Source: an optimization exercise on an open RTL-to-GDS flow (aim: small area and a short achievable clock period). Production flows keep margins and buffers that such runs may drop. Function was checked by simulation only, so behaviour that the tests miss may differ from the original. Power and IR drop assume default switching activity.

== P ==
## pipe_trace_buffer
module pipe_trace_buffer #(
    parameter int NUM_CH    = 4,
    parameter int CH_W      = 32,
    parameter int PC_W      = 32,
    parameter int DEPTH     = 16,
    parameter int POST_TRIG = 4,
    parameter int TS_W      = 16
) (
    input  logic                       clk,
    input  logic                       rst_n,
    input  logic                       sample_en,
    input  logic [PC_W-1:0]            pc_in,
    input  logic [NUM_CH*CH_W-1:0]     ch_in,
    input  logic                       arm,
    input  logic                       trig_en,
    input  logic [PC_W-1:0]            trig_pc,
    output logic [1:0]                 state,
    output logic                       wrapped,
    output logic [$clog2(DEPTH+1)-1:0] count,
    output logic                       rd_valid,
    input  logic                       rd_ready,
    output logic [PC_W-1:0]            rd_pc,
    output logic [NUM_CH*CH_W-1:0]     rd_data
);
Size: ~4100 cells after synthesis, ~2600 flip-flops, ~370 I/O pins, roughly 0.089 mm² of cells after synthesis.
clock: 4.6 ns
lec_check: 0
cap_margin: 20
core_margin: 2
core_utilization: 40
cts_cluster_diameter: 100
cts_cluster_size: 30
setup_slack_margin: 2.5
slew_margin: 20
run.sh (not shown) runs the stock make flow with config.mk's settings and CLKGATE_MAP_FILE= SYNTH_SCRIPT=/design/flow/synth_recipe.tcl, a recipe that flattens the netlist after the stock synthesis.
P finished end to end and its layout was clean on timing, DRC and antenna.
Input-level comparison between Q and P:
- CTS_CLUSTER_DIAMETER: 100 -> unset
- CTS_CLUSTER_SIZE: 30 -> unset
==> run summary <==
Worst voltage drop across the vdd grid: P and Q compared, lower one is P. Comparing P against Q, there is no change at all in count of port buffers added during placement. On Q: number of levels the H-tree was split into is 2 higher than what P gave. Cmp Q vs P: power dissipated in the clock network higher in Q. No stage failed in Q, and the final checks on the layout all came back clean. Relative to P, Q degrades wire length. Between Q and P, it is Q whose total power is higher, by about 15%. P tops out at a higher clock frequency than Q. Q against P: row count closely matched the old numbers; critical path depth went down by 9. Of P and Q, the lower design area belongs to P. Area occupied by multi-input gates: Q vs P up 0.31%.

job 4125:
The RTL this note starts from:
==> flow/design.v <==
package pipe_trace_pkg;
    localparam logic [1:0] ST_IDLE_ENC      = 2'd0;
    localparam logic [1:0] ST_ARMED_ENC     = 2'd1;
    localparam logic [1:0] ST_TRIGGERED_ENC = 2'd2;
    localparam logic [1:0] ST_DONE_ENC      = 2'd3;
    typedef enum logic [1:0] {
        ST_IDLE      = ST_IDLE_ENC,
        ST_ARMED     = ST_ARMED_ENC,
        ST_TRIGGERED = ST_TRIGGERED_ENC,
        ST_DONE      = ST_DONE_ENC
    } pipe_trace_state_e;
endpackage
module trace_ram #(
    parameter int DEPTH  = 16,
    parameter int W      = 160,
    parameter int NSEL   = 12,
    parameter int SEL_LO = 3
) (
    input  logic              clk,
    input  logic              shift_i,
    input  logic [W-1:0]      wdata_i,
    input  logic [NSEL-1:0]   sel_i,
    output logic [W-1:0]      rdata_o
);
    logic [DEPTH-1:0][W-1:0] rows_q;
    logic [W-1:0]            out_q, out_d;
    localparam int NGRP = (NSEL + 2) / 3;
    logic [NGRP-1:0][W-1:0] grp;
    always_comb begin
        for (int g = 0; g < NGRP; g++) begin
            grp[g] = '0;
            for (int j = 0; j < 3; j++) begin
                if (3*g + j < NSEL) begin
                    grp[g] = grp[g] | ({W{sel_i[3*g+j]}} & rows_q[SEL_LO+3*g+j]);
                end
            end
        end
        out_d = {W{~shift_i}} & out_q;
        for (int g = 0; g < NGRP; g++) begin
            out_d = out_d | ({W{shift_i}} & grp[g]);
        end
    end
    always_ff @(posedge clk) begin
        if (shift_i) begin
            rows_q <= {rows_q[DEPTH-2:0], wdata_i};
        end
    end
    always_ff @(posedge clk) begin
        out_q <= out_d;
    end
    assign rdata_o = out_q;
endmodule
module pipe_trace_buffer #(
    parameter int NUM_CH    = 4,
    parameter int CH_W      = 32,
    parameter int PC_W      = 32,
    parameter int DEPTH     = 16,
    parameter int POST_TRIG = 4,
    parameter int TS_W      = 16
) (
    input  logic                       clk,
    input  logic                       rst_n,
    input  logic                       sample_en,
    input  logic [PC_W-1:0]            pc_in,
    input  logic [NUM_CH*CH_W-1:0]     ch_in,
    input  logic                       arm,
    input  logic                       trig_en,
    input  logic [PC_W-1:0]            trig_pc,
    output logic [1:0]                 state,
    output logic                       wrapped,
    output logic [$clog2(DEPTH+1)-1:0] count,
    output logic                       rd_valid,
    input  logic                       rd_ready,
    output logic [PC_W-1:0]            rd_pc,
    output logic [NUM_CH*CH_W-1:0]     rd_data
);
    localparam int CNT_W   = $clog2(DEPTH+1);
    localparam int DATA_W  = NUM_CH*CH_W;
    localparam int ENTRY_W = PC_W + DATA_W;
    localparam int NSEL    = DEPTH - POST_TRIG;
    localparam int SEL_LO  = POST_TRIG - 1;
    localparam int POST_W  = (POST_TRIG > 1) ? $clog2(POST_TRIG) : 1;
    if ((DEPTH < 2) || ((DEPTH & (DEPTH - 1)) != 0) || (TS_W < 1)
        || (POST_TRIG < 1) || (POST_TRIG > DEPTH - 1)) begin : g_bad_params
        $error("pipe_trace_buffer: invalid DEPTH/POST_TRIG/TS_W");
    end
    pipe_trace_pkg::pipe_trace_state_e  state_q, state_d;
    logic [CNT_W-1:0]   count_q, count_d;
    logic               wrapped_q, wrapped_d;
    logic [POST_W-1:0]  post_q, post_d;
    logic               rd_valid_q, rd_valid_d;
    logic [NSEL-1:0]    sel_q, sel_d, sel_same, sel_inc;
    logic               done_q;
    logic               nd_q, nd_d;      
    logic               at_q, at_d;      
    logic               last_w;
    logic               writing;
    logic               shift;
    logic               trig_hit;
    logic [ENTRY_W-1:0] rdata;
    assign done_q   = !nd_q;
    assign writing  = sample_en && at_q;
    assign nd_d     = (state_d != pipe_trace_pkg::ST_DONE);
    assign at_d     = (state_d == pipe_trace_pkg::ST_ARMED)
                   || (state_d == pipe_trace_pkg::ST_TRIGGERED);
    assign trig_hit = trig_en && (pc_in == trig_pc);
    assign shift    = (rd_valid_q && rd_ready) || (!done_q && sample_en);
    always_comb begin
        if (state_q != pipe_trace_pkg::ST_TRIGGERED) begin
            post_d = POST_W'(POST_TRIG - 1);
        end else if (sample_en) begin
            post_d = post_q - POST_W'(1);
        end else begin
            post_d = post_q;
        end
    end
    always_comb begin
        state_d    = state_q;
        count_d    = count_q;
        wrapped_d  = wrapped_q;
        rd_valid_d = rd_valid_q;
        if (arm) begin
            state_d    = pipe_trace_pkg::ST_ARMED;
            count_d    = '0;
            wrapped_d  = 1'b0;
            rd_valid_d = 1'b0;
        end else begin
            if (writing) begin
                if (count_q == CNT_W'(DEPTH)) begin
                    wrapped_d = 1'b1;
                end else begin
                    count_d = count_q + CNT_W'(1);
                end
            end
            unique case (state_q)
                pipe_trace_pkg::ST_IDLE: ;
                pipe_trace_pkg::ST_ARMED: begin
                    if (sample_en && trig_hit) begin
                        state_d = pipe_trace_pkg::ST_TRIGGERED;
                    end
                end
                pipe_trace_pkg::ST_TRIGGERED: begin
                    if (sample_en && (post_q == '0)) begin
                        state_d    = pipe_trace_pkg::ST_DONE;
                        rd_valid_d = 1'b1;
                    end
                end
                pipe_trace_pkg::ST_DONE: begin
                    if (rd_valid_q && rd_ready) begin
                        count_d    = count_q - CNT_W'(1);
                        rd_valid_d = (count_q != CNT_W'(1));
                    end
                end
                default: ;
            endcase
        end
    end
    always_comb begin
        for (int k = 0; k < NSEL; k++) begin
            if (k == NSEL - 1) begin
                sel_same[k] = (count_q >= CNT_W'(DEPTH - 1));
                sel_inc[k]  = (count_q >= CNT_W'(DEPTH - 2));
            end else begin
                sel_same[k] = (count_q == CNT_W'(SEL_LO + 1 + k));
                sel_inc[k]  = (count_q == CNT_W'(SEL_LO + k));
            end
        end
        if (arm) begin
            sel_d = '0;
        end else if (writing) begin
            sel_d = sel_inc;
        end else begin
            sel_d = sel_same;
        end
    end
    always_ff @(posedge clk or negedge rst_n) begin
        if (!rst_n) begin
            state_q    <= pipe_trace_pkg::ST_IDLE;
            count_q    <= '0;
            wrapped_q  <= 1'b0;
            post_q     <= '0;
            rd_valid_q <= 1'b0;
            nd_q       <= 1'b1;
            at_q       <= 1'b0;
        end else begin
            state_q    <= state_d;
            count_q    <= count_d;
            wrapped_q  <= wrapped_d;
            post_q     <= post_d;
            rd_valid_q <= rd_valid_d;
            nd_q       <= nd_d;
            at_q       <= at_d;
        end
    end
    assign last_w = (state_q == pipe_trace_pkg::ST_TRIGGERED) && (post_q == '0) && sample_en;
    always_ff @(posedge clk) begin
        if (!done_q && !last_w) begin
            sel_q <= sel_d;
        end
    end
    trace_ram #(
        .DEPTH (DEPTH),
        .W     (ENTRY_W),
        .NSEL  (NSEL),
        .SEL_LO(SEL_LO)
    ) u_ram (
        .clk     (clk),
        .shift_i (shift),
        .wdata_i ({pc_in, ch_in}),
        .sel_i   (sel_q),
        .rdata_o (rdata)
    );
    assign state    = state_q;
    assign wrapped  = wrapped_q;
    assign count    = count_q;
    assign rd_valid = rd_valid_q;
    assign rd_pc    = rdata[DATA_W +: PC_W];
    assign rd_data  = rdata[DATA_W-1:0];
endmodule
==> flow/config.mk <==
export PLATFORM = sky130hd
export DESIGN_NAME = pipe_trace_buffer
export DESIGN_NICKNAME = pipe_trace_buffer
export VERILOG_FILES = /design/flow/design.v
export SDC_FILE = /design/flow/constraint.sdc
export NUM_CORES = 4
export LEC_CHECK = 0
export CAP_MARGIN = 20
export CORE_MARGIN = 2
export CORE_UTILIZATION = 65
export CTS_CLUSTER_DIAMETER = 100
export CTS_CLUSTER_SIZE = 30
export SETUP_SLACK_MARGIN = 2.38
export SLEW_MARGIN = 20
==> flow/constraint.sdc <==
create_clock -name core_clock -period 4.6 [get_ports {clk}]
set_input_delay 0.9200 -clock core_clock [delete_from_list [all_inputs] [get_ports {clk}]]
set_output_delay 0.9200 -clock core_clock [all_outputs]
set_load 0.01 [all_outputs]
standard.sh (not shown) runs the stock make flow with config.mk's settings and CLKGATE_MAP_FILE= SYNTH_SCRIPT=/design/flow/synth_recipe.tcl, a recipe that flattens the netlist after the stock synthesis.
==> flow/flow/run.sh <==
#!/bin/bash
# Layout flow: the standard ORFS flow (standard.sh, unchanged synthesis,
# floorplan, power grid, placement, CTS and routing), except that the
# buffers buffer_ports puts on every input and output port are plain
# sky130_fd_sc_hd__buf_2 cells instead of the cell it picks by default (a
# clock delay buffer). Timing repair resizes them afterwards as usual.
# make's full output goes to standard_sh.log; each ORFS step keeps its own
# log under orfs/logs/.
set -euo pipefail
cd "$(dirname "$0")/.."
export BUFFER_PORTS_ARGS="-buffer_cell sky130_fd_sc_hd__buf_2"
bash standard.sh finish > standard_sh.log 2>&1
Changes in job 1315 relative to job 4125:
- CORE_UTILIZATION now 55, was 65
- SETUP_SLACK_MARGIN now 2.35, was 2.38
--- outcome ---
The end point of the critical path comes out count[3] in one run and state[0] in the other, namely in job 4125 and job 1315 respectively. Against job 4125, job 1315 reports a number of core rows that is higher. ~same clock network fraction of total power in job 1315 and job 4125. Going from job 4125 to job 1315, the total inserted antenna cells was found to have gone up by 1. Against job 4125, job 1315 reports a number of global-route vias before repair that is higher. On worst hold slack, job 1315 and job 4125 are neck and neck. Number of non-clock inverters came out exactly the same in job 1315 and job 4125. Job 1315 vs job 4125: wire length of the first global-routing pass up. Looking at half-perimeter wire length after placement across both flows, job 1315 is the weaker of the two, with job 4125 ahead.
Input changes introduced in job 9638 (baseline for comparison: job 1315):
- swapping 2.35 for 2.45 in SETUP_SLACK_MARGIN
No stage failed in job 9638, and the final checks on the layout all came back clean. Job 1315 has lower internal power component than job 9638. Final period utilization essentially unchanged between job 1315 and job 9638. The met2 wire length of job 1315 and that of job 9638 are within noise of each other. Total power of job 9638 is higher than that of job 1315. Cell area (higher): job 9638. Comparing job 9638 against job 1315, there is no change at all in total clock sinks. First-pass GRT wire length: job 9638 vs job 1315 up 0.36%.

-- port drivers added, routing unchanged --
Ports are ideal in the flow. The routed layouts listed here were re-timed in OpenROAD. Step 1 (the two cells are an assumption about what drives the block):
set clk [get_ports {clk}]
set_driving_cell -lib_cell sky130_fd_sc_hd__clkbuf_16 $clk
set_driving_cell -lib_cell sky130_fd_sc_hd__buf_2 [delete_from_list [all_inputs] $clk]
Step 2, shift: input delay + t, output delay - t, t = (earliest + latest rising clock arrival at the registers) / 2. This alone moves slack from input paths to output paths. Slacks: no drivers / after step 1 / after step 2; pairs: no drivers / after step 1.
run | shift t [ns] | setup WS [ns] | latest minus earliest clock arrival (ns) | cell pins on the clock port's net
P | 0.872 | 2.110 / 2.078 / 1.468 | 0.045 / 0.044 | 1
Q | 0.976 | 2.089 / 2.007 / 1.388 | 0.060 / 0.060 | 1
job 4125 | 0.817 | 2.368 / 2.287 / 2.025 | 0.041 / 0.041 | 1
job 1315 | 0.821 | 2.371 / 2.290 / 1.617 | 0.037 / 0.037 | 1
job 9638 | 0.822 | 2.371 / 2.291 / 1.748 | 0.040 / 0.039 | 1
After both steps setup and hold are still met in every run listed. The setup slack of job 1315, which loses most, moves by -0.081 ns with the drivers and by -0.754 ns with both steps.
